Context: an optimization exercise on an open-source flow, tuned for small area. The choices shown serve that exercise and are no tape-out recipe.
Function was checked by simulation only, so behaviour that the tests miss may differ from the original.
Power is estimated from default activity; no workload was simulated. No driver is modelled on the clock port, so clocking that relies on it looks cheaper here than on a real chip.

**flow/run.sh**
```bash
#!/bin/bash
# Own layout flow: the standard ORFS flow (bash standard.sh) with
#  - an area-oriented ABC mapping script (a private copy of the ORFS scripts
#    folder in which only abc_area.script differs, used with ABC_AREA=1),
#  - port buffers of the smallest buffer cell,
#  - a clock tree of larger sink clusters and no dummy loads.
# Each tool's output goes to a log file in the work folder.
set -euo pipefail
rm -rf scripts
cp -r "$FLOW_HOME/scripts" scripts
printf '%s\n' strash '&get -n' '&st' '&dch' '&nf -R 1000' '&st' '&dch' '&nf -R 1000' '&put' \
    > scripts/abc_area.script
CTS="-sink_clustering_enable -repair_clock_nets -dont_use_dummy_load"
CTS="$CTS -buf_list sky130_fd_sc_hd__clkbuf_16 -sink_clustering_size 35 -sink_clustering_max_diameter 80"
bash standard.sh \
    "SCRIPTS_DIR=$PWD/scripts" \
    "ABC_AREA=1" \
    "BUFFER_PORTS_ARGS=-buffer_cell sky130_fd_sc_hd__buf_1" \
    "CTS_ARGS=$CTS" \
    finish > standard.log 2>&1
```
**standard.sh**
```bash
#!/bin/bash
# synth_recipe.tcl (not shown) runs the flow's synth.tcl, then flattens the netlist and writes it again
# the make line also repeats each setting of config.mk as NAME=value (left out here)
make -C /OpenROAD-flow-scripts/flow DESIGN_CONFIG=/design/flow/config.mk WORK_HOME=/design/flow/orfs CLKGATE_MAP_FILE= SYNTH_SCRIPT=/design/flow/synth_recipe.tcl "${@:-finish}"
```
**config.mk**
```make
export PLATFORM = sky130hd
export DESIGN_NAME = rv_core_top
export DESIGN_NICKNAME = rv_core_top
export VERILOG_FILES = /design/flow/design.v
export SDC_FILE = /design/flow/constraint.sdc
export NUM_CORES = 8
export LEC_CHECK = 0
export CAP_MARGIN = 20
export CORE_MARGIN = 2
export CORE_UTILIZATION = 60
export GPL_ROUTABILITY_DRIVEN = 0
export GPL_TIMING_DRIVEN = 0
export SLEW_MARGIN = 20
```
**constraint.sdc**
```tcl
create_clock -name core_clock -period 13.0 [get_ports {clk_i}]
set_input_delay 2.6000 -clock core_clock [delete_from_list [all_inputs] [get_ports {clk_i}]]
set_output_delay 2.6000 -clock core_clock [all_outputs]
set_load 0.01 [all_outputs]
```
**design.v**
```verilog
`default_nettype none
package rv_pkg;
    localparam int XLEN       = 32;
    localparam int REG_ADDR_W = 5;
    localparam int SLICE = 4;
    localparam int NPH   = XLEN / SLICE;
    localparam int PH_W  = 3;
    localparam logic [6:0] OPC_OP_IMM = 7'b0010011;
    localparam logic [6:0] OPC_STORE  = 7'b0100011;
    localparam logic [6:0] OPC_LOAD   = 7'b0000011;
    localparam logic [6:0] OPC_LUI    = 7'b0110111;
    localparam logic [6:0] OPC_AUIPC  = 7'b0010111;
    localparam logic [6:0] OPC_JAL    = 7'b1101111;
    localparam logic [6:0] OPC_JALR   = 7'b1100111;
    localparam logic [2:0] F3_ADDI = 3'b000;
    localparam logic [2:0] F3_SW   = 3'b010;
    localparam logic [2:0] F3_LW   = 3'b010;
    localparam logic [2:0] F3_JALR = 3'b000;
    localparam logic [7:0] WMASK_WORD = 8'b0000_1111;
endpackage
`default_nettype wire
`timescale 1ns/1ps
`default_nettype none
import rv_pkg::*;
module rv_pc_reg
(
    input  wire logic            clk_i,
    input  wire logic            load_i,
    input  wire logic [XLEN-1:0] addr_next_i,
    output logic      [XLEN-1:0] addr_o
);
    always_ff @(posedge clk_i) begin
        if (load_i) begin
            addr_o <= addr_next_i;
        end
    end
endmodule
`default_nettype wire
`timescale 1ns/1ps
`default_nettype none
import rv_pkg::*;
module rv_idu
(
    input  wire logic [XLEN-1:0] inst_i,
    input  wire logic [PH_W-1:0] ph_i,
    output logic                 addi_o,
    output logic                 lui_o,
    output logic                 auipc_o,
    output logic                 jal_o,
    output logic                 jalr_o,
    output logic                 lw_o,
    output logic                 sw_o,
    output logic    [SLICE-1:0]  imm_slice_o
);
    logic [6:0]      opcode;
    logic [2:0]      funct3;
    assign opcode = inst_i[6:0];
    assign funct3 = inst_i[14:12];
    assign addi_o  = (opcode == OPC_OP_IMM) && (funct3 == F3_ADDI);
    assign lui_o   = (opcode == OPC_LUI);
    assign auipc_o = (opcode == OPC_AUIPC);
    assign jal_o   = (opcode == OPC_JAL);
    assign jalr_o  = (opcode == OPC_JALR) && (funct3 == F3_JALR);
    assign lw_o    = (opcode == OPC_LOAD) && (funct3 == F3_LW);
    assign sw_o    = (opcode == OPC_STORE) && (funct3 == F3_SW);
    logic            fmt_s;
    logic            fmt_u;
    logic            fmt_j;
    logic [SLICE-1:0] sgn;
    assign fmt_s = sw_o;
    assign fmt_u = lui_o | auipc_o;
    assign fmt_j = jal_o;
    assign sgn   = {SLICE{inst_i[31]}};
    always_comb begin
        case (ph_i)
            3'd0: imm_slice_o = fmt_u ? '0 : fmt_s ? inst_i[10:7] :
                                fmt_j ? {inst_i[23:21], 1'b0} : inst_i[23:20];
            3'd1: imm_slice_o = fmt_u ? '0 : fmt_s ? {inst_i[27:25], inst_i[11]} : inst_i[27:24];
            3'd2: imm_slice_o = fmt_u ? '0 : fmt_j ? {inst_i[20], inst_i[30:28]} : inst_i[31:28];
            3'd3: imm_slice_o = (fmt_u | fmt_j) ? inst_i[15:12] : sgn;
            3'd4: imm_slice_o = (fmt_u | fmt_j) ? inst_i[19:16] : sgn;
            3'd5: imm_slice_o = fmt_u ? inst_i[23:20] : sgn;
            3'd6: imm_slice_o = fmt_u ? inst_i[27:24] : sgn;
            default: imm_slice_o = fmt_u ? inst_i[31:28] : sgn;
        endcase
    end
endmodule
`default_nettype wire
`timescale 1ns/1ps
`default_nettype none
import rv_pkg::*;
module rv_regfile
(
    input  wire logic                  clk_i,
    input  wire logic                  clr_i,
    input  wire logic [REG_ADDR_W-1:0] raddr_i,
    output logic      [SLICE-1:0]      rdata_o,
    input  wire logic                  wen_i,
    input  wire logic [REG_ADDR_W-1:0] waddr_i,
    input  wire logic [SLICE-1:0]      wdata_i
);
    localparam int NUM_REGS = 2 ** REG_ADDR_W;
    logic [SLICE-1:0] slice [NUM_REGS];
    assign slice[0] = '0;
    for (genvar r = 1; r < NUM_REGS; r++) begin : g_reg
        logic [XLEN-1:0] q;
        logic            we;
        assign we = clr_i | (wen_i & (waddr_i == REG_ADDR_W'(r)));
        always_ff @(posedge clk_i) begin
            q <= {we ? wdata_i : q[SLICE-1:0], q[XLEN-1:SLICE]};
        end
        assign slice[r] = q[SLICE-1:0];
    end
    assign rdata_o = slice[raddr_i];
endmodule
`default_nettype wire
`timescale 1ns/1ps
`default_nettype none
import rv_pkg::*;
module rv_exu
(
    input  wire logic             clk_i,
    input  wire logic             first_i,
    input  wire logic [SLICE-1:0] a_i,
    input  wire logic [SLICE-1:0] b_i,
    input  wire logic [SLICE-1:0] pc_i,
    output logic      [SLICE-1:0] sum_o,
    output logic      [SLICE-1:0] link_o
);
    logic cy_q;
    logic lcy_q;
    logic cy;
    logic lcy;
    assign {cy, sum_o}   = a_i + b_i + SLICE'(first_i ? 1'b0 : cy_q);
    assign {lcy, link_o} = pc_i + (first_i ? SLICE'(4) : SLICE'(lcy_q));
    always_ff @(posedge clk_i) begin
        cy_q  <= cy;
        lcy_q <= lcy;
    end
endmodule
`default_nettype wire
`timescale 1ns/1ps
`default_nettype none
import rv_pkg::*;
module rv_core_top
(
    input  wire logic            clk_i,
    input  wire logic            rst_n_i,
    output logic      [XLEN-1:0] inst_addr_o,
    input  wire logic [XLEN-1:0] inst_i,
    output logic                 mem_wen_o,
    output logic      [XLEN-1:0] mem_waddr_o,
    output logic      [XLEN-1:0] mem_wdata_o,
    output logic      [7:0]      mem_wmask_o,
    output logic      [XLEN-1:0] mem_raddr_o,
    input  wire logic [XLEN-1:0] mem_rdata_i
);
    logic [PH_W-1:0]  ph_q;
    logic             clr_q;
    logic             lw2_q;
    logic             sw2_q;
    logic             wen_q;
    logic             p1;
    logic             first;
    logic             last;
    logic             addi, lui, auipc, jal, jalr, lw, sw;
    logic [SLICE-1:0] imm_slice;
    logic [SLICE-1:0] rs_slice;
    logic [SLICE-1:0] ld_slice;
    logic [SLICE-1:0] op1;
    logic [SLICE-1:0] sum;
    logic [SLICE-1:0] link;
    logic [XLEN-1:0]  addr;
    logic [REG_ADDR_W-1:0] fld_q;
    logic [REG_ADDR_W-1:0] rf_raddr;
    logic [REG_ADDR_W-1:0] rf_waddr;
    logic             rf_wen;
    logic [SLICE-1:0] rf_wdata;
    logic [XLEN-1:0]  x_q;
    logic [XLEN-1:0]  x_next;
    logic [SLICE-1:0] x_in;
    logic [XLEN-1:0]  y_q;
    logic [SLICE-1:0] y_in;
    assign first = (ph_q == '0);
    assign last  = (ph_q == PH_W'(NPH - 1));
    assign p1    = ~clr_q & ~lw2_q & ~sw2_q;
    always_ff @(posedge clk_i or negedge rst_n_i) begin
        if (!rst_n_i) begin
            ph_q  <= '0;
            clr_q <= 1'b1;
            lw2_q <= 1'b0;
            sw2_q <= 1'b0;
            wen_q <= 1'b0;
        end else begin
            ph_q  <= ph_q + 1'b1;
            wen_q <= sw2_q & (ph_q == PH_W'(NPH - 2));
            if (last) begin
                clr_q <= 1'b0;
                lw2_q <= p1 & lw;
                sw2_q <= p1 & sw;
            end
        end
    end
    always_ff @(posedge clk_i) begin
        if (p1) begin
            fld_q <= sw ? inst_i[24:20] : inst_i[11:7];
        end
    end
    rv_idu i_rv_idu (
        .inst_i      (inst_i),
        .ph_i        (ph_q),
        .addi_o      (addi),
        .lui_o       (lui),
        .auipc_o     (auipc),
        .jal_o       (jal),
        .jalr_o      (jalr),
        .lw_o        (lw),
        .sw_o        (sw),
        .imm_slice_o (imm_slice)
    );
    assign rf_raddr = sw2_q ? fld_q : inst_i[19:15];
    assign rf_waddr = lw2_q ? fld_q : inst_i[11:7];
    rv_regfile i_rv_regfile (
        .clk_i    (clk_i),
        .clr_i    (clr_q),
        .raddr_i  (rf_raddr),
        .rdata_o  (rs_slice),
        .wen_i    (rf_wen),
        .waddr_i  (rf_waddr),
        .wdata_i  (rf_wdata)
    );
    rv_pc_reg i_rv_pc_reg (
        .clk_i       (clk_i),
        .load_i      (last),
        .addr_next_i (x_next),
        .addr_o      (addr)
    );
    assign op1 = lui ? '0 : ((auipc | jal) ? x_q[SLICE-1:0] : rs_slice);
    rv_exu i_rv_exu (
        .clk_i   (clk_i),
        .first_i (first),
        .a_i     (op1),
        .b_i     (imm_slice),
        .pc_i    (x_q[SLICE-1:0]),
        .sum_o   (sum),
        .link_o  (link)
    );
    assign rf_wen   = lw2_q | (p1 & (addi | lui | auipc | jal | jalr));
    assign ld_slice = mem_rdata_i[ph_q*SLICE +: SLICE];
    always_comb begin
        if (clr_q) begin
            rf_wdata = '0;
        end else if (lw2_q) begin
            rf_wdata = ld_slice;
        end else if (jal | jalr) begin
            rf_wdata = link;
        end else begin
            rf_wdata = sum;
        end
    end
    always_comb begin
        if (clr_q) begin
            x_in = '0;
        end else if (lw2_q | sw2_q) begin
            x_in = y_q[SLICE-1:0];
        end else if (jal | jalr | lw | sw) begin
            x_in = {sum[SLICE-1:1], sum[0] & ~(jalr & first)};
        end else begin
            x_in = link;
        end
    end
    assign x_next = {x_in, x_q[XLEN-1:SLICE]};
    assign y_in   = sw2_q ? rs_slice : link;
    always_ff @(posedge clk_i) begin
        x_q <= x_next;
        y_q <= {y_in, y_q[XLEN-1:SLICE]};
    end
    assign inst_addr_o = addr;
    assign mem_raddr_o = addr;
    assign mem_waddr_o = addr;
    assign mem_wdata_o = {rs_slice, y_q[XLEN-1:SLICE]};
    assign mem_wmask_o = WMASK_WORD;
    assign mem_wen_o   = wen_q;
endmodule
`default_nettype wire
```
==> results by group, run 1 <==
Synth
  • Avg Cell Area, Syn: 14.2 sq um
  • Syn. warnings: 6
  • FFs w/ async S/R, synth: 0.00635
  • Seq cells post-synth: 1102
  • Synth Flop Type: dfxtp_1
  • Post-synth EDFFs: 37
  • Unique masters post-synth: between 40 and 50
  • Syn Inst Count: ~1900
  • Sequential area share after synthesis: 0.830
  • Synthesized area: between 20000 and 30000 sq um

Clocking
  • H-tree depth: 2
  • Worst skew pair latency: 0.61 ns
  • Hold_buf cts: 0
  • Post-CTS Setup Inserts: 0
  • Post-CTS Resized: 0
  • Longest Clk Path Bufs: 3
  • Sinks on Clock Net: 1102
  • Clock-pin slew on the worst setup and hold paths: ~0.11 ns
  • Total CTS buffers: 39
  • Root Buffer: clkbuf_16
  • CTS tree: done

Setup path
  • Req. time, crit path: 10.40 ns
  • Worst R2R Start: sw2_q
  • Worst EP arrival: 5.70 ns
  • Crit end category: primary output
  • Kind of critical path: in2out
  • Reg-to-reg slack, setup: about 6.8 ns
  • Crit Reg-Reg Endpoint: i_rv_regfile.g_reg[6].q[29]
  • Startpoint types: primary input
  • Reg2reg path depth: 14
  • Worst Path Max Fanout: 8

Floorplanning
  • Initial Util: 0.610
  • Row Count: between 70 and 80
  • Die Area: approximately 47000 sq um
  • Die Wd: 216 um
  • Die Y: roughly 220 um
  • Core Area: 44400 sq um
  • Top Ports: 203

STA
  • Slew Limit Fails: 0
  • Fmax: 120 MHz
  • Hold slack: 0.300 ns
  • Shortest period the worst path allows: 8.30 ns
  • Slew HR: 0.265
  • Setup Total Neg Slack: 0 ns
  • Slew at the pin with the worst max-slew slack: between 1 and 1.5 ns
  • Final hold vios: 0
  • Tcrit/Tclk final: 0.639
  • Final setup fails: 0
  • Worst Clk Skew: ~0.058 ns
  • RSZ-0062 raised after global routing: no

Finish
  • Fill count: 3251
  • Final Cell Area: approximately 30000 sq um
  • Final core occ: 0.670
  • # nets final: 2239
  • Layout cells sized above 1: 0.0746
  • Area grow syn2layout: 9.95%

Drt
  • Drt pass-1 iters: 6
  • # DRC: 0
  • Post-DRT Antenna Nets: 0
  • Detailed Route WL: 50000 um
  • Vias per cell: 5.05
  • DR WL/cell: 18.2 um
  • DR vias: ~14000
  • DRT iter0 DRCs: 1202

Global routing
  • Grt total ovfl: 0
  • Initial antenna violation count: 0
  • First-pass GRT wire length: 75100 um
  • Largest net degree at the start of global routing: between 40 and 50
  • Total Routing Usage GR: 0.213
  • Vias in the first global route: 13200

Pwr
  • Peak supply drop: ~0.13 mV
  • Design Power: roughly 5000 uW
  • Leakage: 0.0115 uW
  • PD cells: around 170 nW/um^2

Placement
  • Cell Area, Placed: 28800 sq um
  • IO Port Bufs: 194
  • HPWL after detailed placement: 34900 um

Min path
  • WHS Path Cells: 0
  • Worst hold path class: reg2reg
  • WHS Endpoint: i_rv_regfile.g_reg[15].q[5]
  • Hold Startpoint: i_rv_regfile.g_reg[15].q[9]

Run status
  • Status: timing/DRC/antenna clean

Flow run
  • Max-cap viol count: 0
==> placed cells by master (no fill, tap or decap), types with 5 or more instances in the layout <==
master and instances:
dfxtp_1 1058, ha_1 11, edfxtp_1 37, a22oi_1 34, nand2_1 226, dfrtp_1 6, a22o_1 12, buf_16 5
buf_1 194, nor2b_1 8, mux2_1 8, nor2_1 49, buf_4 100, a21oi_1 55, nand4_1 12, nor3_1 40
clkbuf_16 39, conb_1 8, clkinv_1 7, a221oi_1 14, o21ai_0 154, or3_1 6, mux2i_1 13
==> final cells by class <==
type / instances / area (sq um) / area share
diodes: 1 / 2.50 / 0.0000841
repair buffers: 201 / 906 / 0.0304
plain buffers: 100 / 751 / 0.0252
flip-flops and latches: 1102 / 22500 / 0.755
inverters: 7 / 26.3 / 0.000883
multi-input cells: 708 / 3890 / 0.131
well taps: 592 / 741 / 0.0249
clock buffers: 39 / 976 / 0.0328
==> critical path, cell delays in order <==
cell and delay (ns):
buf_1 0.18, mux2_1 0.41, nand2b_1 0.48, nor3_1 0.25
a22o_1 0.33, a221oi_1 0.42, nand4_1 0.31, or3_1 0.53
buf_1 0.18
==> metrics by stage <==
| step | cells | setup slack (ns) |
|---|---|---|
| 2_1_floorplan | 1917 | 5.80 |
| 3_3_place_gp | 2703 | 0.626 |
| 3_5_place_dp | 2710 | 4.89 |
| 4_1_cts | 2749 | 4.89 |
| 5_1_grt | 2749 | 4.87 |
| 6_report | 2750 | 4.70 |
==> kinds of logic after synthesis <==
kind of cell	after synthesis	synth area share
flops	1102	0.830
simple gates	359	0.0558
compound gates	295	0.0645
buf+inv	107	0.0287
mux	28	0.0126
fa+ha+maj	14	0.00702
xor+xnor	4	0.00129
other cells	2	0.000277
==> flip-flops by register name, indices dropped and copies added (netlist names) <==
name                count
clr_q                   1
fld_q                   5
i_rv_exu.cy_q           1
i_rv_exu.lcy_q          1
i_rv_pc_reg.addr_o     32
i_rv_regfile.g.q      992
lw2_q                   1
ph_q                    3
sw2_q                   1
wen_q                   1
x_q                    32
y_q                    32
==> Yosys cell counts (3+ instances only) <==
cell type | count | area, sq um
a21o_1 | 3 | 22.5
a21oi_1 | 56 | 280
a221o_1 | 6 | 60.1
a221oi_1 | 14 | 123
a222oi_1 | 4 | 40.0
a22o_1 | 12 | 105
a22oi_1 | 34 | 255
buf_4 | 100 | 751
clkinv_1 | 7 | 26.3
dfrtp_1 | 6 | 150
dfxtp_1 | 1058 | 21200
edfxtp_1 | 37 | 1110
ha_1 | 12 | 150
mux2_1 | 9 | 101
mux2i_1 | 15 | 150
mux4_2 | 4 | 90.1
nand2_1 | 226 | 848
nand2b_1 | 4 | 25.0
nand3_1 | 4 | 20.0
nand4_1 | 12 | 75.1
nor2_1 | 49 | 184
nor2b_1 | 8 | 50.1
nor3_1 | 41 | 205
o211ai_1 | 4 | 30.0
o21ai_0 | 155 | 776
or3_1 | 6 | 37.5
==> how the worst max path moves through the flow <==
| stage | from | end | slack [ns] | depth (start not counted) |
|---|---|---|---|---|
| 6_report | inst_i[17] | mem_wdata_o[31] | 4.70 | 9 |
| 5_1_grt | inst_i[17] | mem_wdata_o[30] | 4.87 | 9 |
| 4_1_cts | inst_i[17] | mem_wdata_o[31] | 4.89 | 9 |
| 3_5_place_dp | inst_i[17] | mem_wdata_o[31] | 4.89 | 9 |
| 3_3_place_gp | inst_i[19] | i_rv_regfile.g_reg[29].q[30] | 0.63 | 15 |
| 2_1_floorplan | inst_i[19] | i_rv_regfile.g_reg[10].q[30] | 5.80 | 15 |
==> power breakdown <==
group          switching [uW]  leakage (uW)  internal (uW)  total (uW)
sequential               10.1       0.00895           3420        3430
combinational            69.8       0.00205           34.2         104
clock                     889      0.000481            546        1440
==> layer usage <==
layer	GRT usage	routed length (um)
met1	0.298	23000
met2	0.331	21700
met3	0.0347	3180
met4	0.0966	2110
met5	0	0
==> inputs of run 2 (changes only) <==
--- a/design.v
+++ b/design.v
@@ -159,7 +159,6 @@
     logic             clr_q;
     logic             lw2_q;
     logic             sw2_q;
-    logic             wen_q;
     logic             p1;
     logic             first;
     logic             last;
@@ -190,10 +189,8 @@
             clr_q <= 1'b1;
             lw2_q <= 1'b0;
             sw2_q <= 1'b0;
-            wen_q <= 1'b0;
         end else begin
             ph_q  <= ph_q + 1'b1;
-            wen_q <= sw2_q & (ph_q == PH_W'(NPH - 2));
             if (last) begin
                 clr_q <= 1'b0;
                 lw2_q <= p1 & lw;
@@ -280,6 +277,6 @@
     assign mem_waddr_o = addr;
     assign mem_wdata_o = {rs_slice, y_q[XLEN-1:SLICE]};
     assign mem_wmask_o = WMASK_WORD;
-    assign mem_wen_o   = wen_q;
-endmodule
-`default_nettype wire
+    assign mem_wen_o   = sw2_q & last;
+endmodule
+`default_nettype wire
--- a/config.mk
+++ b/config.mk
@@ -8,6 +8,4 @@
 export CAP_MARGIN = 20
 export CORE_MARGIN = 2
 export CORE_UTILIZATION = 60
-export GPL_ROUTABILITY_DRIVEN = 0
-export GPL_TIMING_DRIVEN = 0
 export SLEW_MARGIN = 20
==> run 2 against run 1 <==
  * Sequential share of layout area increased by 2.2 points
  * Final cell count decreased by 3.5%
  * Combinational power decreased by 16%
  * Synthesized cell count about the same
  * Non-clock buffer count decreased by 99
  * Critical path depth decreased by 1
  * Worst hold slack got worse by 0.028 ns
  * Critical path type unchanged
  * Largest cell class unchanged
==> results by group, run 2 <==
Drt
  • DR WL/cell: 20.7 um (+14%)
  • Post-DRT Antenna Nets: 0 (unchanged)
  • Vias per cell: 5.11 (+1.2%)
  • Detailed Route WL: 55100 um (+10%)
  • DR vias: 13600 (-2.3%)
  • # DRC: 0 (unchanged)
  • DRT iter0 DRCs: 1028 (-14%)
  • Drt pass-1 iters: 5 (-1)

Setup path
  • Worst EP arrival: 5.14 ns (-0.56 ns)
  • Most frequent CP cell: buf_1
  • Req. time, crit path: 10.40 ns (about the same)
  • Worst Path Max Fanout: 11 (+3)
  • CP max stage cell: mux2i_1
  • Buffer and inverter count on the worst path: 2 (unchanged)
  • Top Family by Delay on Critical Path: simple AND/OR/NAND/NOR gates
  • Crit end category: primary output
  • Worst R2R Start: sw2_q
  • Reg2reg path depth: 16 (+2)
  • Worst Setup SP: inst_i[19]
  • Kind of critical path: in2out
  • Crit Reg-Reg Endpoint: i_rv_regfile.g_reg[8].q[30]
  • CP Cell Sequence: buf_1 > mux2i_1 > nor3_1 > a22o_1 > a221oi_1 > nand4_1 > or3_1 > buf_1
  • CP peak stage delay: 0.73 ns (+0.20 ns)
  • Startpoint types: primary input
  • Reg-to-reg slack, setup: 7.29 ns (+0.45 ns)

Finish
  • Commonest cells after routing, fill and taps aside: dfxtp_1 (1058), nand2_1 (226), buf_1 (194), o21ai_0 (158), a21oi_1 (54)
  • Largest reg by FF count: i_rv_regfile.g.q
  • # nets final: 2142 (-4.3%)
  • Final Cell Area: 28900 sq um (-2.9%)
  • Fill count: 3322 (+2.2%)
  • Commonest non-fill, non-tap cell in the layout: dfxtp_1
  • Final core occ: 0.652 (-0.0182)
  • Max reg flops: 992 (unchanged)
  • Area grow syn2layout: 6.83%
  • Layout cells sized above 1: 0.0296 (-0.0450)

Synth
  • Avg Cell Area, Syn: 14.1 sq um (-0.14%)
  • Most common cell in the netlist: dfxtp_1
  • Unique masters post-synth: 44 (unchanged)
  • Top post-synthesis cells by area: dfxtp_1 (78%), edfxtp_1 (4.1%), nand2_1 (3.1%), o21ai_0 (3.0%), buf_4 (2.8%)
  • Seq cells post-synth: 1101 (-0.091%)
  • Syn Inst Count: 1912 (+0.052%)
  • Largest area contributor in the netlist: dfxtp_1
  • Synth Flop Type: dfxtp_1
  • Post-synth EDFFs: 37 (unchanged)
  • Synth top cells by count: dfxtp_1 (1058), nand2_1 (226), o21ai_0 (160), buf_4 (100), a21oi_1 (55)
  • FFs w/ async S/R, synth: 0.00545 (-0.000902)
  • Post-synth top area share: 0.783 (about the same)
  • Synthesized area: 27100 sq um (about the same)
  • Syn. warnings: 6 (unchanged)
  • Sequential area share after synthesis: 0.830 (about the same)

Clocking
  • Post-CTS Resized: 0 (unchanged)
  • Clock-pin slew on the worst setup and hold paths: 0.11 ns (about the same)
  • H-tree depth: 2 (unchanged)
  • Hold_buf cts: 0 (unchanged)
  • Longest Clk Path Bufs: 3 (unchanged)
  • Worst skew pair latency: 0.61 ns (about the same)
  • CTS tree: done
  • Root Buffer: clkbuf_16
  • Sinks on Clock Net: 1101 (-0.091%)
  • Post-CTS Setup Inserts: 0 (unchanged)
  • Total CTS buffers: 40 (+2.6%)

STA
  • Slew HR: 0.215 (-0.0494)
  • Setup Total Neg Slack: 0 ns (unchanged)
  • Fmax: 129 MHz (+7.3%)
  • Slew at the pin with the worst max-slew slack: 1.17 ns (+0.0736 ns)
  • Hold slack: 0.272 ns (-0.0280 ns)
  • Slew Limit Fails: 0 (unchanged)
  • RSZ-0062 raised after global routing: no
  • Final setup fails: 0 (unchanged)
  • Final hold vios: 0 (unchanged)
  • Tcrit/Tclk final: 0.595 (-0.0434)
  • Shortest period the worst path allows: 7.74 ns (-0.564 ns)
  • Worst Clk Skew: 0.114 ns (+0.0556 ns)

Placement
  • IO Port Bufs: 194 (unchanged)
  • Cell Area, Placed: 27900 sq um (-3.1%)
  • GPL Wtd Cong: 0.972
  • HPWL after detailed placement: 38700 um (+11%)

Floorplanning
  • Top Ports: 203 (unchanged)
  • Die Y: 216 um (about the same)
  • Row Count: 77 (unchanged)
  • Core Area: 44300 sq um (-0.22%)
  • Die Wd: 216 um (about the same)
  • Die Area: 46800 sq um (about the same)
  • Initial Util: 0.610 (+0.000789)

Global routing
  • Initial antenna violation count: 3 (+3)
  • Grt total ovfl: 0 (unchanged)
  • First-pass GRT wire length: 80200 um (+6.8%)
  • Vias in the first global route: 12900 (-2.1%)
  • Total Routing Usage GR: 0.235 (+0.0218)
  • Largest net degree at the start of global routing: 42 (unchanged)

Min path
  • WHS Path Cells: 0 (unchanged)
  • WHS Endpoint: i_rv_regfile.g_reg[16].q[4]
  • Hold Startpoint: i_rv_regfile.g_reg[16].q[8]
  • Worst hold path class: reg2reg

Pwr
  • Design Power: 4970 uW (about the same)
  • Leakage: 0.0110 uW (-4.6%)
  • PD cells: 172 nW/um^2 (+3.0%)
  • Peak supply drop: 0.130 mV (+4.2%)

Run status
  • Status: timing/DRC/antenna clean

Flow run
  • Max-cap viol count: 0 (unchanged)
-- run 2: cell families (layout without fill, tap and decap cells) --
group / count (synthesis) / after routing / share of synthesized area
AO/OA/AOI/OAI: 296 / 296 / 0.0642
XOR/XNOR: 4 / 4 / 0.00130
adder cells (fa/ha/maj): 14 / 14 / 0.00703
buffers and inverters: 109 / 251 / 0.0290
flip-flops: 1101 / 1101 / 0.830
multiplexers: 26 / 26 / 0.0119
other: 2 / 11 / 0.000278
AND/OR/NAND/NOR: 360 / 360 / 0.0567
-- run 2: through the flow --
step / instances / worst slack [ns]
after detailed placement: 2612 / 5.26
after global placement: 2612 / 5.39
final: 2655 / 5.26
after CTS: 2652 / 5.26
after global routing: 2654 / 5.15
after floorplan: 1918 / 5.81
-- run 2: how the worst max path moves through the flow --
stage | end | slack (ns) | depth (start not counted)
3_5_place_dp | mem_wdata_o[29] | 5.26 | 8
3_3_place_gp | mem_wdata_o[29] | 5.39 | 8
2_1_floorplan | i_rv_regfile.g_reg[10].q[30] | 5.81 | 15
5_1_grt | mem_wdata_o[29] | 5.15 | 8
6_report | mem_wdata_o[29] | 5.26 | 8
4_1_cts | mem_wdata_o[29] | 5.26 | 8
-- run 2: area by class of cell --
| class | count | area (sq um) | share of cell area |
|---|---|---|---|
| antenna | 3 | 7.51 | 0.000260 |
| clock buffer | 40 | 1000 | 0.0346 |
| inverter | 9 | 33.8 | 0.00117 |
| multi-input combinational | 708 | 3880 | 0.134 |
| sequential | 1101 | 22400 | 0.777 |
| tap | 592 | 741 | 0.0256 |
| timing repair buffer | 202 | 788 | 0.0273 |
-- run 2: metal layers --
metal  up-vias  track usage  part of all wire  wire, um
met4         2        0.122             0.050      2770
li1       6547            -                 -         -
met5         -            0           0.00024        13
met2       466        0.374              0.45     24800
met3       126       0.0375             0.057      3120
met1      6437        0.314              0.44     24400
-- run 2: where the power goes --
group          switching, uW  internal, uW  total [uW]
logic                   66.3          21.3        87.6
registers               11.5          3410        3430
clock network            893           559        1450
total                    971          3990        4970
==> inputs of run 3 (changes only) <==
--- a/config.mk
+++ b/config.mk
@@ -7,5 +7,5 @@
 export LEC_CHECK = 0
 export CAP_MARGIN = 20
 export CORE_MARGIN = 2
-export CORE_UTILIZATION = 60
+export CORE_UTILIZATION = 70
 export SLEW_MARGIN = 20
==> run 3 against run 2 <==
  * Still clean
  * Sequential share of layout area grew 0.41 points
  * Power decreased by 0.26%
  * Critical path depth did not move
  * Routed wire length grew 6.4%
  * Via count increased by 3.7%
  * Non-clock buffer count unchanged
  * First-iteration DRC count rose by 4.9%
  * Register-to-register slack improved by 0.03 ns
  * Synthesized cell count stayed put
  * Largest cell class unchanged
  * Highest routed layer is now met4
==> results by group, run 3 <==
Run status
  • Status: timing/DRC/antenna clean

Pwr
  • Leakage: 0.0109 uW (-0.25%)
  • Peak supply drop: 0.177 mV (+36%)
  • PD cells: 172 nW/um^2 (+0.27%)
  • Switching share of power: 0.199 (+0.00304)
  • Gate power share: 0.017 (about the same)
  • Seq pwr share: 0.692 (+0.002)
  • Internal Pwr Total: 3970 uW (-0.64%)
  • NetSw: 983 uW (+1.3%)
  • Clock network fraction of total power: 0.291 (about the same)

Synth
  • Synth Area in Compound Gates: 0.0642 (unchanged)
  • Synth Flop Type: dfxtp_1
  • Largest area contributor in the netlist: dfxtp_1
  • FFs w/ async S/R, synth: 0.00545 (unchanged)
  • Post-Synth Simple-Gate Area: 0.0567 (unchanged)
  • Post-synth EDFFs: 37 (unchanged)
  • Top post-synthesis cells by area: dfxtp_1 (78%), edfxtp_1 (4.1%), nand2_1 (3.1%), o21ai_0 (3.0%), buf_4 (2.8%)
  • Syn. warnings: 6 (unchanged)
  • Synth top cells by count: dfxtp_1 (1058), nand2_1 (226), o21ai_0 (160), buf_4 (100), a21oi_1 (55)
  • Sequential area share after synthesis: 0.830 (unchanged)
  • Avg Cell Area, Syn: 14.1 sq um (unchanged)
  • Unique masters post-synth: 44 (unchanged)
  • Post-synth top area share: 0.783 (unchanged)
  • Seq cells post-synth: 1101 (unchanged)
  • Synthesized area: 27100 sq um (unchanged)
  • Most common cell in the netlist: dfxtp_1
  • XOR/XNOR share of the synthesized area: 0.00130 (unchanged)
  • Adder-cell share of the synthesized area: 0.00703 (unchanged)
  • Syn Inst Count: 1912 (unchanged)
  • Multiplexer share of the synthesized area: 0.0119 (unchanged)
  • Main combinational cell family by area after synthesis: compound AO/OA/AOI/OAI gates

Clocking
  • Total CTS buffers: 38 (-5.0%)
  • Clock-pin slew on the worst setup and hold paths: 0.12 ns (about the same)
  • Post-CTS Setup Inserts: 0 (unchanged)
  • Sinks on Clock Net: 1101 (unchanged)
  • Post-CTS Resized: 0 (unchanged)
  • H-tree depth: 2 (unchanged)
  • Root Buffer: clkbuf_16
  • Worst skew pair latency: 0.62 ns (about the same)
  • CTS tree: done
  • Longest Clk Path Bufs: 3 (unchanged)
  • Hold_buf cts: 0 (unchanged)

Finish
  • Layout cells sized above 1: 0.0287 (-0.000943)
  • Commonest cells after routing, fill and taps aside: dfxtp_1 (1058), nand2_1 (226), buf_1 (194), o21ai_0 (158), a21oi_1 (55)
  • Antenna cell count: 0 (-3)
  • Layout Cells excl Fill: 2576 (-3.0%)
  • Commonest non-fill, non-tap cell in the layout: dfxtp_1
  • Fill count: 2333 (-30%)
  • Largest reg by FF count: i_rv_regfile.g.q
  • Max reg flops: 992 (unchanged)
  • # nets final: 2140 (-0.093%)
  • Final core occ: 0.749 (+0.0970)
  • Area grow syn2layout: 6.27%

Min path
  • WHS Path Cells: 0 (unchanged)
  • Worst hold path class: reg2reg
  • Hold Startpoint: i_rv_regfile.g_reg[16].q[30]
  • WHS Endpoint: i_rv_regfile.g_reg[16].q[26]

Floorplanning
  • Die Wd: 201 um (-7.3%)
  • Core Area: 38400 sq um (-13%)
  • Top Ports: 203 (unchanged)
  • Die Y: 201 um (-7.3%)
  • Initial Util: 0.705 (+0.0945)
  • Die Area: 40200 sq um (-14%)
  • Row Count: 72 (-6.5%)

STA
  • Fmax: 127 MHz (-1.4%)
  • Slew at the pin with the worst max-slew slack: 1.20 ns (+0.0278 ns)
  • Final WS setup: 5.15 ns (-0.110 ns)
  • Worst Clk Skew: 0.128 ns (+0.0141 ns)
  • Tcrit/Tclk final: 0.604 (+0.00842)
  • Slew Limit Fails: 0 (unchanged)
  • Hold slack: 0.285 ns (+0.0125 ns)
  • Final hold vios: 0 (unchanged)
  • Final setup fails: 0 (unchanged)
  • Setup Total Neg Slack: 0 ns (unchanged)
  • Slew HR: 0.197 (-0.0187)
  • Shortest period the worst path allows: 7.85 ns (+0.110 ns)
  • RSZ-0062 raised after global routing: no

Setup path
  • Startpoint types: primary input
  • Crit Reg-Reg Endpoint: i_rv_regfile.g_reg[10].q[30]
  • Reg-to-reg slack, setup: 7.32 ns (+0.03 ns)
  • Worst R2R Start: sw2_q
  • Worst EP arrival: 5.25 ns (+0.11 ns)
  • Kind of critical path: in2out
  • Reg2reg path depth: 16 (unchanged)
  • Worst Path Max Fanout: 11 (unchanged)
  • Req. time, crit path: 10.40 ns (about the same)
  • Crit end category: primary output

Drt
  • DRT iter0 DRCs: 1078 (+4.9%)
  • # DRC: 0 (unchanged)
  • DR vias: 14100 (+3.7%)
  • DR WL/cell: 22.7 um (+9.6%)
  • Detailed Route WL: 58600 um (+6.4%)
  • Post-DRT Antenna Nets: 0 (unchanged)
  • Drt pass-1 iters: 5 (unchanged)
  • Vias per cell: 5.46 (+6.8%)

Placement
  • GPL Wtd Cong: 1.01 (+4.0%)
  • Place WS: 5.29 ns (+0.0297 ns)
  • Dpl cells: 2538 (-2.8%)
  • HPWL after detailed placement: 39500 um (+2.2%)
  • IO Port Bufs: 194 (unchanged)

Global routing
  • First-pass GRT wire length: 86400 um (+7.7%)
  • Vias in the first global route: 14000 (+8.2%)
  • Initial antenna violation count: 0 (-3)
  • Largest net degree at the start of global routing: 42 (unchanged)
  • Total Routing Usage GR: 0.291 (+0.0557)
  • Grt total ovfl: 0 (unchanged)

Flow run
  • Max-cap viol count: 0 (unchanged)
-- run 3: cell counts after synthesis --
Identical to the previous run, type by type.
-- run 3: worst max-delay path by stage --
stage,start,to,slack (ns)
2_1_floorplan,inst_i[19],i_rv_regfile.g_reg[10].q[30],5.81
3_3_place_gp,inst_i[19],mem_wdata_o[31],5.43
3_5_place_dp,inst_i[19],mem_wdata_o[31],5.29
4_1_cts,inst_i[19],mem_wdata_o[31],5.29
5_1_grt,inst_i[19],mem_wdata_o[31],5.01
6_report,inst_i[19],mem_wdata_o[31],5.15
-- run 3: through the flow --
step,cell area (sq um),power (uW)
global route,28700,5080
global placement,27800,3580
floorplan,27100,3540
detailed placement,27800,3590
finish,28700,4950
CTS,28700,4970
-- run 3: kinds of logic after synthesis --
kind of cell | Yosys count
XOR/XNOR | 4
multiplexers | 26
flip-flops | 1101
AND/OR/NAND/NOR | 360
buffers and inverters | 109
adder cells (fa/ha/maj) | 14
other | 2
AO/OA/AOI/OAI | 296
-- run 3: critical path, stage by stage --
cell	delay, ns
buf_1	0.17
mux2i_1	0.75
nor3_1	0.25
a22o_1	0.30
a221oi_1	0.27
nand4_1	0.23
or3_1	0.46
buf_1	0.20
-- run 3: layout make-up --
class	instances	area, sq um	area share
Clock buffer	38	951	0.0331
Inverter	9	33.8	0.00118
Multi-Input combinational cell	708	3880	0.135
Sequential cell	1101	22400	0.781
Tap cell	518	648	0.0225
Timing Repair Buffer	202	788	0.0274
-- run 3: metal layers --
metal | global-route usage | vias up | part of all wire
met5 | 0 | - | 0
met4 | 0.146 | 0 | 0.050
met3 | 0.0456 | 143 | 0.059
met2 | 0.495 | 598 | 0.48
met1 | 0.365 | 6798 | 0.41
li1 | - | 6536 | -
-- run 3: power by group through the flow --
stage                     sequential (uW)  clock (uW)  combinational [uW]
after detailed placement             3500           0                83.4
final                                3430        1440                85.3
after global routing                 3430        1560                90.4
after CTS                            3430        1460                84.0
after floorplan                      3500           0                44.7
after global placement               3500           0                81.6
==> inputs of run 4 (changes only) <==
--- a/flow/run.sh
+++ b/flow/run.sh
@@ -11,7 +11,7 @@
 printf '%s\n' strash '&get -n' '&st' '&dch' '&nf -R 1000' '&st' '&dch' '&nf -R 1000' '&put' \
     > scripts/abc_area.script
 CTS="-sink_clustering_enable -repair_clock_nets -dont_use_dummy_load"
-CTS="$CTS -buf_list sky130_fd_sc_hd__clkbuf_16 -sink_clustering_size 35 -sink_clustering_max_diameter 80"
+CTS="$CTS -buf_list sky130_fd_sc_hd__clkbuf_16 sky130_fd_sc_hd__clkbuf_8 -sink_clustering_size 35 -sink_clustering_max_diameter 80"
 bash standard.sh \
     "SCRIPTS_DIR=$PWD/scripts" \
     "ABC_AREA=1" \
--- a/config.mk
+++ b/config.mk
@@ -7,5 +7,5 @@
 export LEC_CHECK = 0
 export CAP_MARGIN = 20
 export CORE_MARGIN = 2
-export CORE_UTILIZATION = 70
+export CORE_UTILIZATION = 60
 export SLEW_MARGIN = 20
==> run 4 against run 3 <==
  * The run now fails in 4_1_cts
  * Area after synthesis stayed put
  * Synthesized cell count stayed put
==> results by group, run 4 <==
Placement
  • Dpl cells: 2612 (+2.9%)
  • GPL Wtd Cong: 0.972 (-3.9%)
  • HPWL after detailed placement: 38700 um (-2.1%)
  • IO Port Bufs: 194 (unchanged)

Synth
  • Seq cells post-synth: 1101 (unchanged)
  • Largest area contributor in the netlist: dfxtp_1
  • Sequential area share after synthesis: 0.830 (unchanged)
  • Synth Area in Compound Gates: 0.0642 (unchanged)
  • Synthesized area: 27100 sq um (unchanged)
  • Synth Flop Type: dfxtp_1
  • Adder-cell share of the synthesized area: 0.00703 (unchanged)
  • Synth top cells by count: dfxtp_1 (1058), nand2_1 (226), o21ai_0 (160), buf_4 (100), a21oi_1 (55)
  • Top post-synthesis cells by area: dfxtp_1 (78%), edfxtp_1 (4.1%), nand2_1 (3.1%), o21ai_0 (3.0%), buf_4 (2.8%)
  • Most common cell in the netlist: dfxtp_1
  • XOR/XNOR share of the synthesized area: 0.00130 (unchanged)
  • Unique masters post-synth: 44 (unchanged)
  • Main combinational cell family by area after synthesis: compound AO/OA/AOI/OAI gates
  • Post-synth EDFFs: 37 (unchanged)
  • Post-Synth Simple-Gate Area: 0.0567 (unchanged)
  • FFs w/ async S/R, synth: 0.00545 (unchanged)
  • Post-synth top area share: 0.783 (unchanged)
  • Multiplexer share of the synthesized area: 0.0119 (unchanged)
  • Syn. warnings: 6 (unchanged)
  • Avg Cell Area, Syn: 14.1 sq um (unchanged)
  • Syn Inst Count: 1912 (unchanged)

Floorplanning
  • Die Y: 216 um (+7.9%)
  • Row Count: 77 (+6.9%)
  • Initial Util: 0.610 (-0.0945)
  • Die Wd: 216 um (+7.9%)
  • Top Ports: 203 (unchanged)

Run status
  • Stopped at: 4_1_cts
  • First Err: [ERROR STA-0564] clock_tree_synthesis positional arguments not supported.
  • Status: stopped before the end
run 4: cell counts after synthesis:
Identical to the previous run, type by type.
run 4: worst max-delay path by stage:
stage	slack, ns	cells after the start	to
2_1_floorplan	5.81	15	i_rv_regfile.g_reg[10].q[30]
3_3_place_gp	5.39	8	mem_wdata_o[29]
3_5_place_dp	5.26	8	mem_wdata_o[29]
run 4: power groups by stage:
| stage | Sequential, uW | Combinational (uW) | Clock, uW |
|---|---|---|---|
| after floorplan | 3500 | 44.7 | 0 |
| after global placement | 3500 | 85.2 | 0 |
| after detailed placement | 3500 | 86.4 | 0 |
run 4: cells by family after synthesis:
| family | count (synthesis) |
|---|---|
| xor gates and xnor gates | 4 |
| AOI/OAI and AO/OA | 296 |
| muxes | 26 |
| buffers and inverters | 109 |
| DFF | 1101 |
| other | 2 |
| and+or+nand+nor | 360 |
| adders and majority gates | 14 |
run 4: per-stage QoR:
step / instance area (sq um) / worst slack, ns / hold slack (ns) / utilization / power (uW)
2_1_floorplan: 27100 / 5.81 / 0.310 / - / 3540
3_3_place_gp: 27900 / 5.39 / 0.309 / 0.629 / 3590
3_5_place_dp: 27900 / 5.26 / 0.312 / 0.629 / 3590
==> inputs of run 5 (changes only) <==
--- a/flow/run.sh
+++ b/flow/run.sh
@@ -11,7 +11,7 @@
 printf '%s\n' strash '&get -n' '&st' '&dch' '&nf -R 1000' '&st' '&dch' '&nf -R 1000' '&put' \
     > scripts/abc_area.script
 CTS="-sink_clustering_enable -repair_clock_nets -dont_use_dummy_load"
-CTS="$CTS -buf_list sky130_fd_sc_hd__clkbuf_16 sky130_fd_sc_hd__clkbuf_8 -sink_clustering_size 35 -sink_clustering_max_diameter 80"
+CTS="$CTS -buf_list sky130_fd_sc_hd__clkbuf_16 -sink_clustering_size 37 -sink_clustering_max_diameter 60"
 bash standard.sh \
     "SCRIPTS_DIR=$PWD/scripts" \
     "ABC_AREA=1" \
--- a/config.mk
+++ b/config.mk
@@ -7,5 +7,5 @@
 export LEC_CHECK = 0
 export CAP_MARGIN = 20
 export CORE_MARGIN = 2
-export CORE_UTILIZATION = 60
+export CORE_UTILIZATION = 65
 export SLEW_MARGIN = 20
==> run 5 against run 4 <==
  * Now clean on timing, DRC and antenna
  * Area after synthesis did not move
  * Synthesized cell count unchanged
==> results by group, run 5 <==
Run status
  • Status: timing/DRC/antenna clean

Placement
  • Dpl cells: 2552 (-2.3%)
  • GPL Wtd Cong: 0.980 (+0.87%)
  • IO Port Bufs: 194 (unchanged)
  • HPWL after detailed placement: 37400 um (-3.3%)

STA
  • Slew Limit Fails: 0
  • RSZ-0062 raised after global routing: no
  • Tcrit/Tclk final: 0.600
  • Final hold vios: 0
  • Final setup fails: 0
  • Shortest period the worst path allows: 7.80 ns
  • Worst Clk Skew: 0.0921 ns
  • Setup Total Neg Slack: 0 ns
  • Fmax: 128 MHz
  • Slew HR: 0.200
  • Slew at the pin with the worst max-slew slack: between 1 and 1.5 ns

Synth
  • FFs w/ async S/R, synth: 0.00545 (unchanged)
  • Seq cells post-synth: 1101 (unchanged)
  • Unique masters post-synth: 44 (unchanged)
  • Avg Cell Area, Syn: 14.1 sq um (unchanged)
  • Top post-synthesis cells by area: dfxtp_1 (78%), edfxtp_1 (4.1%), nand2_1 (3.1%), o21ai_0 (3.0%), buf_4 (2.8%)
  • Post-synth top area share: 0.783 (unchanged)
  • Synth Flop Type: dfxtp_1
  • Synthesized area: 27100 sq um (unchanged)
  • Post-synth EDFFs: 37 (unchanged)
  • Synth top cells by count: dfxtp_1 (1058), nand2_1 (226), o21ai_0 (160), buf_4 (100), a21oi_1 (55)
  • Syn. warnings: 6 (unchanged)
  • Most common cell in the netlist: dfxtp_1
  • Sequential area share after synthesis: 0.830 (unchanged)
  • Syn Inst Count: 1912 (unchanged)
  • Largest area contributor in the netlist: dfxtp_1

Setup path
  • Reg-to-reg slack, setup: 7.30 ns
  • Worst EP arrival: 5.20 ns
  • Crit end category: primary output
  • Req. time, crit path: around 10 ns
  • Kind of critical path: in2out
  • Startpoint types: primary input
  • Worst Path Max Fanout: 11

Floorplanning
  • Die Area: around 43000 sq um
  • Row Count: 74 (-3.9%)
  • Core Area: 40900 sq um
  • Initial Util: 0.661 (+0.0506)
  • Top Ports: 203 (unchanged)
  • Die Y: 208 um (-3.9%)
  • Die Wd: 208 um (-3.9%)

Min path
  • Worst hold path class: reg2reg

Finish
  • Commonest cells after routing, fill and taps aside: dfxtp_1 (1058), nand2_1 (226), buf_1 (194), o21ai_0 (158), a21oi_1 (54)
  • Largest reg by FF count: i_rv_regfile.g.q
  • Area grow syn2layout: 6.80%
  • Fill count: 2771
  • Layout cells sized above 1: 0.0305
  • # nets final: ~2100
  • Commonest non-fill, non-tap cell in the layout: dfxtp_1
  • Layout Cells excl Fill: around 2600
  • Max reg flops: 992
  • Antenna cell count: 0
  • Final core occ: 0.706

Drt
  • Detailed Route WL: roughly 53000 um
  • # DRC: 0
  • DRT iter0 DRCs: 1035
  • DR vias: 13700
  • DR WL/cell: approximately 21 um
  • Vias per cell: 5.29
  • Post-DRT Antenna Nets: 0
  • Drt pass-1 iters: 5

Clocking
  • Hold_buf cts: 0
  • Post-CTS Setup Inserts: 0
  • Root Buffer: clkbuf_16
  • H-tree depth: 2
  • Clock-pin slew on the worst setup and hold paths: about 0.12 ns
  • CTS tree: done
  • Total CTS buffers: 43
  • Longest Clk Path Bufs: 3
  • Post-CTS Resized: 0
  • Worst skew pair latency: 0.62 ns
  • Sinks on Clock Net: 1101

Global routing
  • Grt total ovfl: 0
  • Initial antenna violation count: 0
  • Total Routing Usage GR: 0.247
  • Vias in the first global route: 13200
  • First-pass GRT wire length: 79500 um
  • Largest net degree at the start of global routing: 42

Pwr
  • Peak supply drop: ~0.17 mV
  • Leakage: 0.0110 uW
  • PD cells: 173 nW/um^2

Flow run
  • Max-cap viol count: 0
run 5: cell counts after synthesis:
No cell type changed its count.
run 5: path summary, 6_finish.rpt:
check | startpoint | endpoint | depth (start not counted)
worst max-delay path | inst_i[19] | mem_wdata_o[28] | 8
worst min-delay path | i_rv_regfile.g_reg[6].q[26] | i_rv_regfile.g_reg[6].q[22] | 0
worst max register to register | sw2_q | i_rv_regfile.g_reg[8].q[30] | 16
worst min register to register | i_rv_regfile.g_reg[6].q[26] | i_rv_regfile.g_reg[6].q[22] | 0
max in group asynchronous | rst_n_i | lw2_q | 1
min in group asynchronous | rst_n_i | ph_q[0] | 1
run 5: through the flow:
stage                     hold WS [ns]  area (sq um)  total power [uW]  worst slack, ns
after floorplan                  0.310         27100              3540             5.81
after global placement           0.310         27800              3590             5.38
after detailed placement         0.312         27800              3590             5.27
after CTS                        0.291         28900              5040             5.26
after global routing             0.295         28900              5160             5.13
final                            0.292         28900              5010             5.20
run 5: cells by family (layout without fill, tap and decap cells):
group	after synthesis	count (layout)	synth area share
DFF	1101	1101	0.830
and+or+nand+nor	360	360	0.0567
AOI/OAI and AO/OA	296	296	0.0642
buffers and inverters	109	254	0.0290
muxes	26	26	0.0119
adders and majority gates	14	14	0.00703
xor gates and xnor gates	4	4	0.00130
other	2	8	0.000278
run 5: layout make-up:
cell class | count | area, sq um | area share
multi-input combinational | 708 | 3880 | 0.134
sequential | 1101 | 22400 | 0.777
tap | 532 | 666 | 0.0230
inverter | 9 | 33.8 | 0.00117
clock buffer | 43 | 1080 | 0.0372
timing repair buffer | 202 | 788 | 0.0273
run 5: report_power, final:
group	internal (uW)	total, uW	switching [uW]	leakage [uW]
clock network	597	1490	897	0.000530
registers	3410	3420	11.5	0.00894
logic	21.7	86.6	64.9	0.00152
run 5: critical path, cell delays in order:
cell      delay [ns]
buf_1           0.19
mux2i_1         0.77
nor3_1          0.26
a22o_1          0.30
a221oi_1        0.26
nand4_1         0.19
or3_1           0.43
buf_1           0.20
run 5: metal layers:
metal	global-route usage	routed length, um
met1	0.329	23800
met4	0.129	2860
met2	0.393	23900
met3	0.0383	2880
met5	0	0
==> inputs of run 6 (changes only) <==
--- a/flow/run.sh
+++ b/flow/run.sh
@@ -11,7 +11,7 @@
 printf '%s\n' strash '&get -n' '&st' '&dch' '&nf -R 1000' '&st' '&dch' '&nf -R 1000' '&put' \
     > scripts/abc_area.script
 CTS="-sink_clustering_enable -repair_clock_nets -dont_use_dummy_load"
-CTS="$CTS -buf_list sky130_fd_sc_hd__clkbuf_16 -sink_clustering_size 37 -sink_clustering_max_diameter 60"
+CTS="$CTS -buf_list sky130_fd_sc_hd__clkbuf_16 -sink_clustering_size 36 -sink_clustering_max_diameter 90"
 bash standard.sh \
     "SCRIPTS_DIR=$PWD/scripts" \
     "ABC_AREA=1" \
--- a/config.mk
+++ b/config.mk
@@ -7,5 +7,5 @@
 export LEC_CHECK = 0
 export CAP_MARGIN = 20
 export CORE_MARGIN = 2
-export CORE_UTILIZATION = 65
+export CORE_UTILIZATION = 60
 export SLEW_MARGIN = 20
==> run 6 against run 5 <==
  * Sequential power about the same
  * Final area decreased by 0.24%
  * Count of clock-buffer cells in the layout decreased by 6
  * Sequential share of layout area increased by 0.19 points
  * Register-to-register slack got worse by 0.06 ns
  * Global-route usage decreased by 1.3 points
  * Highest routed layer is now met5
  * Synthesized cell count unchanged
  * Still clean on timing, DRC and antenna
==> results by group, run 6 <==
Placement
  • HPWL after detailed placement: 38700 um (+3.4%)
  • GPL Wtd Cong: 0.972 (-0.87%)
  • Place WS: 5.26 ns (-0.00747 ns)
  • IO Port Bufs: 194 (unchanged)
  • Cell Area, Placed: 27900 sq um (+0.27%)

STA
  • Final hold vios: 0 (unchanged)
  • Final setup fails: 0 (unchanged)
  • Worst Clk Skew: 0.0959 ns (+0.00374 ns)
  • Final WS setup: 5.26 ns (+0.0605 ns)
  • Setup Total Neg Slack: 0 ns (unchanged)
  • Slew Limit Fails: 0 (unchanged)
  • Slew HR: 0.248 (+0.0489)
  • Slew at the pin with the worst max-slew slack: 1.12 ns (-0.0727 ns)
  • RSZ-0062 raised after global routing: no
  • Fmax: 129 MHz (+0.78%)
  • Shortest period the worst path allows: 7.74 ns (-0.0605 ns)
  • Tcrit/Tclk final: 0.595 (-0.00465)

Clocking
  • Longest Clk Path Bufs: 3 (unchanged)
  • Post-CTS Resized: 0 (unchanged)
  • H-tree depth: 2 (unchanged)
  • Sinks on Clock Net: 1101 (unchanged)
  • CTS tree: done
  • Root Buffer: clkbuf_16
  • Worst skew pair latency: 0.61 ns (about the same)
  • Clock-pin slew on the worst setup and hold paths: 0.11 ns (about the same)
  • Total CTS buffers: 37 (-14%)
  • Post-CTS Setup Inserts: 0 (unchanged)
  • Hold_buf cts: 0 (unchanged)

Global routing
  • Largest net degree at the start of global routing: 42 (unchanged)
  • First-pass GRT wire length: 79600 um (+0.12%)
  • Vias in the first global route: 13100 (-0.88%)
  • Grt total ovfl: 0 (unchanged)
  • Total Routing Usage GR: 0.234 (-0.0129)
  • Initial antenna violation count: 3 (+3)

Synth
  • Largest area contributor in the netlist: dfxtp_1
  • Most common cell in the netlist: dfxtp_1
  • Unique masters post-synth: 44 (unchanged)
  • Synth Flop Type: dfxtp_1
  • Seq cells post-synth: 1101 (unchanged)
  • Avg Cell Area, Syn: 14.1 sq um (unchanged)
  • Synth top cells by count: dfxtp_1 (1058), nand2_1 (226), o21ai_0 (160), buf_4 (100), a21oi_1 (55)
  • Syn Inst Count: 1912 (unchanged)
  • Post-synth EDFFs: 37 (unchanged)
  • FFs w/ async S/R, synth: 0.00545 (unchanged)
  • Synthesized area: 27100 sq um (unchanged)
  • Syn. warnings: 6 (unchanged)
  • Sequential area share after synthesis: 0.830 (unchanged)
  • Post-synth top area share: 0.783 (unchanged)
  • Top post-synthesis cells by area: dfxtp_1 (78%), edfxtp_1 (4.1%), nand2_1 (3.1%), o21ai_0 (3.0%), buf_4 (2.8%)

Floorplanning
  • Top Ports: 203 (unchanged)
  • Die Area: 46800 sq um (+8.2%)
  • Core Area: 44300 sq um (+8.3%)
  • Die Wd: 216 um (+4.0%)
  • Row Count: 77 (+4.1%)
  • Initial Util: 0.610 (-0.0506)
  • Die Y: 216 um (+4.0%)

Finish
  • Storage cell area: 22400 sq um (unchanged)
  • Commonest cells after routing, fill and taps aside: dfxtp_1 (1058), nand2_1 (226), buf_1 (194), o21ai_0 (158), a21oi_1 (54)
  • Layout cells sized above 1: 0.0282 (-0.00234)
  • Area grow syn2layout: 6.54%
  • Commonest non-fill, non-tap cell in the layout: dfxtp_1
  • Final core occ: 0.650 (-0.0556)
  • Largest reg by FF count: i_rv_regfile.g.q
  • Final Cell Area: 28800 sq um (-0.24%)
  • Max reg flops: 992 (unchanged)
  • # nets final: 2139 (-0.28%)
  • Multi-input gate area: 3880 sq um (about the same)
  • Fill count: 3335 (+20%)

Drt
  • Detailed Route WL: 54900 um (+2.8%)
  • # DRC: 0 (unchanged)
  • DR WL/cell: 20.7 um (+0.64%)
  • DRT iter0 DRCs: 997 (-3.7%)
  • Post-DRT Antenna Nets: 0 (unchanged)
  • Drt pass-1 iters: 5 (unchanged)
  • Vias per cell: 5.11 (-3.4%)
  • DR vias: 13600 (-1.3%)

Setup path
  • Reg-to-reg slack, setup: 7.24 ns (-0.06 ns)
  • Req. time, crit path: 10.40 ns (about the same)
  • Reg2reg path depth: 13 (-3)
  • Kind of critical path: in2out
  • Worst EP arrival: 5.14 ns (-0.06 ns)
  • Worst Path Max Fanout: 11 (unchanged)
  • Startpoint types: primary input
  • Crit Reg-Reg Endpoint: i_rv_pc_reg.addr_o[30]
  • Crit end category: primary output
  • Worst R2R Start: sw2_q

Min path
  • WHS Endpoint: i_rv_regfile.g_reg[8].q[5]
  • WHS Path Cells: 0 (unchanged)
  • Worst hold path class: reg2reg
  • Hold Startpoint: i_rv_regfile.g_reg[8].q[9]

Run status
  • Status: timing/DRC/antenna clean

Pwr
  • Peak supply drop: 0.164 mV (-2.1%)
  • PD cells: 170 nW/um^2 (-1.6%)
  • Leakage: 0.0109 uW (-0.67%)

Flow run
  • Max-cap viol count: 0 (unchanged)
-- run 6: where the power goes --
group          total, uW  switching, uW  leakage (uW)  internal (uW)
clock network       1400            880      0.000456            520
registers           3430           11.4       0.00894           3410
logic               87.5           66.1       0.00152           21.4
total               4910            957        0.0109           3960
-- run 6: worst max path at each step --
stage / from / to / slack, ns
global route: inst_i[19] / mem_wdata_o[29] / 5.15
detailed placement: inst_i[19] / mem_wdata_o[29] / 5.26
floorplan: inst_i[19] / i_rv_regfile.g_reg[10].q[30] / 5.81
finish: inst_i[19] / mem_wdata_o[29] / 5.26
CTS: inst_i[19] / mem_wdata_o[29] / 5.26
global placement: inst_i[19] / mem_wdata_o[29] / 5.39
-- run 6: logic make-up after synthesis --
family | after synthesis | share of synthesized area
flops | 1101 | 0.830
simple gates | 360 | 0.0567
compound gates | 296 | 0.0642
buf+inv | 109 | 0.0290
mux | 26 | 0.0119
fa+ha+maj | 14 | 0.00703
xor+xnor | 4 | 0.00130
other cells | 2 | 0.000278
-- run 6: worst max-delay path: stages --
cell and delay [ns]:
buf_1 0.16, mux2i_1 0.74, nor3_1 0.25, a22o_1 0.30
a221oi_1 0.26, nand4_1 0.15, or3_1 0.49, buf_1 0.19
-- run 6: metal layers --
layer | GRT usage | share of wire | vias to the layer above
met3 | 0.0345 | 0.055 | 118
li1 | - | - | 6541
met2 | 0.376 | 0.45 | 455
met5 | 0 | 0.00024 | -
met1 | 0.308 | 0.44 | 6435
met4 | 0.124 | 0.052 | 2
-- run 6: stage by stage --
stage | hold WS, ns | power, uW | std cells
after floorplan | 0.310 | 3540 | 1918
after global placement | 0.309 | 3590 | 2612
after detailed placement | 0.312 | 3590 | 2612
after CTS | 0.273 | 4950 | 2649
after global routing | 0.264 | 5070 | 2651
final | 0.273 | 4910 | 2651
-- run 6: area by class of cell --
| type | instances | share of cell area |
|---|---|---|
| Multi-Input combinational cell | 708 | 0.135 |
| Sequential cell | 1101 | 0.779 |
| Clock buffer | 37 | 0.0321 |
| Tap cell | 592 | 0.0257 |
| Inverter | 9 | 0.00117 |
| Antenna cell | 2 | 0.000174 |
| Timing Repair Buffer | 202 | 0.0273 |
==> inputs of run 7 (changes only) <==
--- a/design.v
+++ b/design.v
@@ -71,18 +71,41 @@
     assign fmt_u = lui_o | auipc_o;
     assign fmt_j = jal_o;
     assign sgn   = {SLICE{inst_i[31]}};
+    logic p0, p1, p2, p3, p4, p5, p6, p7;
+    logic sel_a, sel_b, sel_c, sel_d, sel_e, sel_sg, sel_s0, sel_s1;
+    logic [SLICE-1:0] fld_s1;
+    assign p0 = (ph_i == 3'd0);
+    assign p1 = (ph_i == 3'd1);
+    assign p2 = (ph_i == 3'd2);
+    assign p3 = (ph_i == 3'd3);
+    assign p4 = (ph_i == 3'd4);
+    assign p5 = (ph_i == 3'd5);
+    assign p6 = (ph_i == 3'd6);
+    assign p7 = (ph_i == 3'd7);
+    assign sel_a  = (p0 & ~fmt_u & ~fmt_s) | (p5 & fmt_u);
+    assign sel_b  = (p1 & ~fmt_u & ~fmt_s) | (p6 & fmt_u);
+    assign sel_c  = (p2 & ~fmt_u) | (p7 & fmt_u);
+    assign sel_d  = p3 & (fmt_u | fmt_j);
+    assign sel_e  = p4 & (fmt_u | fmt_j);
+    assign sel_sg = (~fmt_u & ~fmt_j & (p3 | p4 | p5 | p6 | p7)) | (fmt_j & (p5 | p6 | p7));
+    assign sel_s0 = p0 & fmt_s;
+    assign sel_s1 = p1 & fmt_s;
+    assign fld_s1 = {inst_i[27:25], inst_i[11]};
     always_comb begin
-        case (ph_i)
-            3'd0: imm_slice_o = fmt_u ? '0 : fmt_s ? inst_i[10:7] :
-                                fmt_j ? {inst_i[23:21], 1'b0} : inst_i[23:20];
-            3'd1: imm_slice_o = fmt_u ? '0 : fmt_s ? {inst_i[27:25], inst_i[11]} : inst_i[27:24];
-            3'd2: imm_slice_o = fmt_u ? '0 : fmt_j ? {inst_i[20], inst_i[30:28]} : inst_i[31:28];
-            3'd3: imm_slice_o = (fmt_u | fmt_j) ? inst_i[15:12] : sgn;
-            3'd4: imm_slice_o = (fmt_u | fmt_j) ? inst_i[19:16] : sgn;
-            3'd5: imm_slice_o = fmt_u ? inst_i[23:20] : sgn;
-            3'd6: imm_slice_o = fmt_u ? inst_i[27:24] : sgn;
-            default: imm_slice_o = fmt_u ? inst_i[31:28] : sgn;
-        endcase
+        imm_slice_o = ({SLICE{sel_a}}  & inst_i[23:20])
+                    | ({SLICE{sel_b}}  & inst_i[27:24])
+                    | ({SLICE{sel_c}}  & inst_i[31:28])
+                    | ({SLICE{sel_d}}  & inst_i[15:12])
+                    | ({SLICE{sel_e}}  & inst_i[19:16])
+                    | ({SLICE{sel_sg}} & sgn)
+                    | ({SLICE{sel_s0}} & inst_i[10:7])
+                    | ({SLICE{sel_s1}} & fld_s1);
+        if (fmt_j & p0) begin
+            imm_slice_o[0] = 1'b0;
+        end
+        if (fmt_j & p2) begin
+            imm_slice_o[3] = inst_i[20];
+        end
     end
 endmodule
 `default_nettype wire
@@ -102,10 +125,18 @@
     localparam int NUM_REGS = 2 ** REG_ADDR_W;
     logic [SLICE-1:0] slice [NUM_REGS];
     assign slice[0] = '0;
+    logic [3:0] dec_lo;
+    logic [7:0] dec_hi;
+    for (genvar i = 0; i < 4; i++) begin : g_dlo
+        assign dec_lo[i] = clr_i | (wen_i & (waddr_i[1:0] == 2'(i)));
+    end
+    for (genvar j = 0; j < 8; j++) begin : g_dhi
+        assign dec_hi[j] = clr_i | (waddr_i[4:2] == 3'(j));
+    end
     for (genvar r = 1; r < NUM_REGS; r++) begin : g_reg
         logic [XLEN-1:0] q;
         logic            we;
-        assign we = clr_i | (wen_i & (waddr_i == REG_ADDR_W'(r)));
+        assign we = dec_lo[r % 4] & dec_hi[r / 4];
         always_ff @(posedge clk_i) begin
             q <= {we ? wdata_i : q[SLICE-1:0], q[XLEN-1:SLICE]};
         end
==> run 7 against run 6 <==
  * Largest power group unchanged
  * Combinational power increased by 8.3%
  * Worst hold slack improved by 0.029 ns
  * Critical endpoint is now mem_wdata_o[30]
  * Setup slack got worse by 0.021 ns
  * Critical path depth increased by 2
  * Via count decreased by 5.1%
  * Sequential cell count unchanged
  * Sequential power about the same
  * Final cell count decreased by 2.8%
  * Non-clock buffer count unchanged
  * Still clean on timing, DRC and antenna
==> results by group, run 7 <==
STA
  • Setup Total Neg Slack: 0 ns (unchanged)
  • RSZ-0062 raised after global routing: no
  • Slew Limit Fails: 0 (unchanged)
  • Shortest period the worst path allows: 7.76 ns (+0.0209 ns)
  • Slew HR: 0.285 (+0.0370)

Floorplanning
  • Die Area: 46300 sq um (-1.1%)
  • Die Wd: 215 um (-0.55%)
  • Core Area: 44100 sq um (-0.43%)
  • Die Y: 215 um (-0.55%)

Setup path
  • Kind of critical path: in2out
  • Worst EP arrival: 5.16 ns (+0.02 ns)
  • Startpoint types: primary input
  • Crit end category: primary output
  • Worst Path Max Fanout: 7 (-4)
  • Req. time, crit path: 10.40 ns (about the same)

Synth
  • Syn Inst Count: 1840 (-3.8%)
  • Top post-synthesis cells by area: dfxtp_1 (79%), edfxtp_1 (4.2%), a21oi_1 (3.0%), nor2_1 (2.8%), buf_4 (2.8%)
  • Synthesized area: 26700 sq um (-1.1%)
  • Seq cells post-synth: 1101 (unchanged)
  • Post-synth EDFFs: 37 (unchanged)
  • Synth Flop Type: dfxtp_1
  • Synth top cells by count: dfxtp_1 (1058), nor2_1 (203), a21oi_1 (161), buf_4 (100), nand2_1 (41)
  • FFs w/ async S/R, synth: 0.00545 (unchanged)

Clocking
  • Sinks on Clock Net: 1101 (unchanged)
  • CTS tree: done
  • Longest Clk Path Bufs: 3 (unchanged)
  • Hold_buf cts: 0 (unchanged)
  • Total CTS buffers: 37 (unchanged)
  • Root Buffer: clkbuf_16
  • Post-CTS Resized: 0 (unchanged)
  • H-tree depth: 2 (unchanged)
  • Post-CTS Setup Inserts: 0 (unchanged)
  • Worst skew pair latency: 0.61 ns (about the same)

Placement
  • IO Port Bufs: 194 (unchanged)
  • HPWL after detailed placement: 39900 um (+3.2%)

Global routing
  • First-pass GRT wire length: 82800 um (+4.0%)
  • Grt total ovfl: 0 (unchanged)

Finish
  • Layout cells sized above 1: 0.0272 (-0.000992)
  • Commonest cells after routing, fill and taps aside: dfxtp_1 (1058), nor2_1 (203), buf_1 (194), a21oi_1 (160), nand2_1 (41)
  • Commonest non-fill, non-tap cell in the layout: dfxtp_1
  • Antenna cell count: 0 (-2)

Drt
  • DR WL/cell: 22.3 um (+7.7%)
  • Drt pass-1 iters: 5 (unchanged)
  • Vias per cell: 4.99 (-2.4%)
  • Post-DRT Antenna Nets: 0 (unchanged)
  • # DRC: 0 (unchanged)

Min path
  • Worst hold path class: reg2reg

Run status
  • Status: timing/DRC/antenna clean

Pwr
  • PD cells: 174 nW/um^2 (+1.8%)
-- run 7: final cells by class --
class	count	area share
timing repair buffer	202	0.0277
multi-input combinational	635	0.125
tap	592	0.0260
inverter	10	0.00132
sequential	1101	0.787
clock buffer	37	0.0325
-- run 7: power breakdown --
group	switching [uW]	total, uW	internal [uW]
clock network	896	1420	521
logic	70.9	94.8	23.9
registers	13.9	3440	3420
total	980	4950	3970
-- run 7: worst max-delay path, stage by stage --
cell and delay [ns]:
buf_1 0.11, mux2_1 0.37, clkinv_1 0.07, nand2_1 0.21, nor3_1 0.84, a22o_1 0.24, a221oi_1 0.06, nand4_1 0.17
or3_1 0.28, buf_1 0.21
-- run 7: cells by family (layout without fill, tap and decap cells) --
kind of cell             Yosys count  count (layout)  synth area share
flip-flops                      1101            1101             0.839
AND/OR/NAND/NOR                  309             309            0.0486
AO/OA/AOI/OAI                    269             269            0.0611
buffers and inverters            110             249            0.0295
multiplexers                      31              31            0.0131
adder cells (fa/ha/maj)           14              14           0.00711
XOR/XNOR                           4               4           0.00131
other                              2               8          0.000281
-- run 7: per-stage QoR --
step / area (sq um) / setup slack, ns / util / power [uW] / cells
6_report: 28500 / 5.24 / 0.646 / 4950 / 2577
5_1_grt: 28500 / 5.16 / 0.646 / 5090 / 2577
4_1_cts: 28500 / 5.30 / 0.646 / 4970 / 2577
3_5_place_dp: 27600 / 5.32 / 0.625 / 3610 / 2540
3_3_place_gp: 27600 / 5.25 / 0.625 / 3600 / 2540
2_1_floorplan: 26800 / 5.45 / - / 3550 / 1846
-- run 7: final timing paths --
check | endpoint | slack, ns | cells past startpoint
setup / recovery | mem_wdata_o[30] | 5.24 | 10
hold / removal | i_rv_regfile.g_reg[10].q[10] | 0.30 | 0
setup reg to reg | i_rv_regfile.g_reg[22].q[30] | 7.53 | 17
hold reg to reg | i_rv_regfile.g_reg[10].q[10] | 0.30 | 0
max in group asynchronous | sw2_q | 10.69 | 1
min in group asynchronous | ph_q[2] | 1.95 | 1
-- run 7: metal layers --
metal	wire length (um)	global-route usage
met1	26500	0.336
met4	2090	0.0878
met2	26500	0.407
met3	2370	0.0377
met5	0	0

Re-timed with assumed drivers on the ports (clkbuf_16 on the clock, buf_2 on other inputs), run 7 has 5.206 ns of setup slack against 5.238 ns with ideal ports, and 5.206 ns once port delays also move by the mid clock arrival of 0.624 ns.
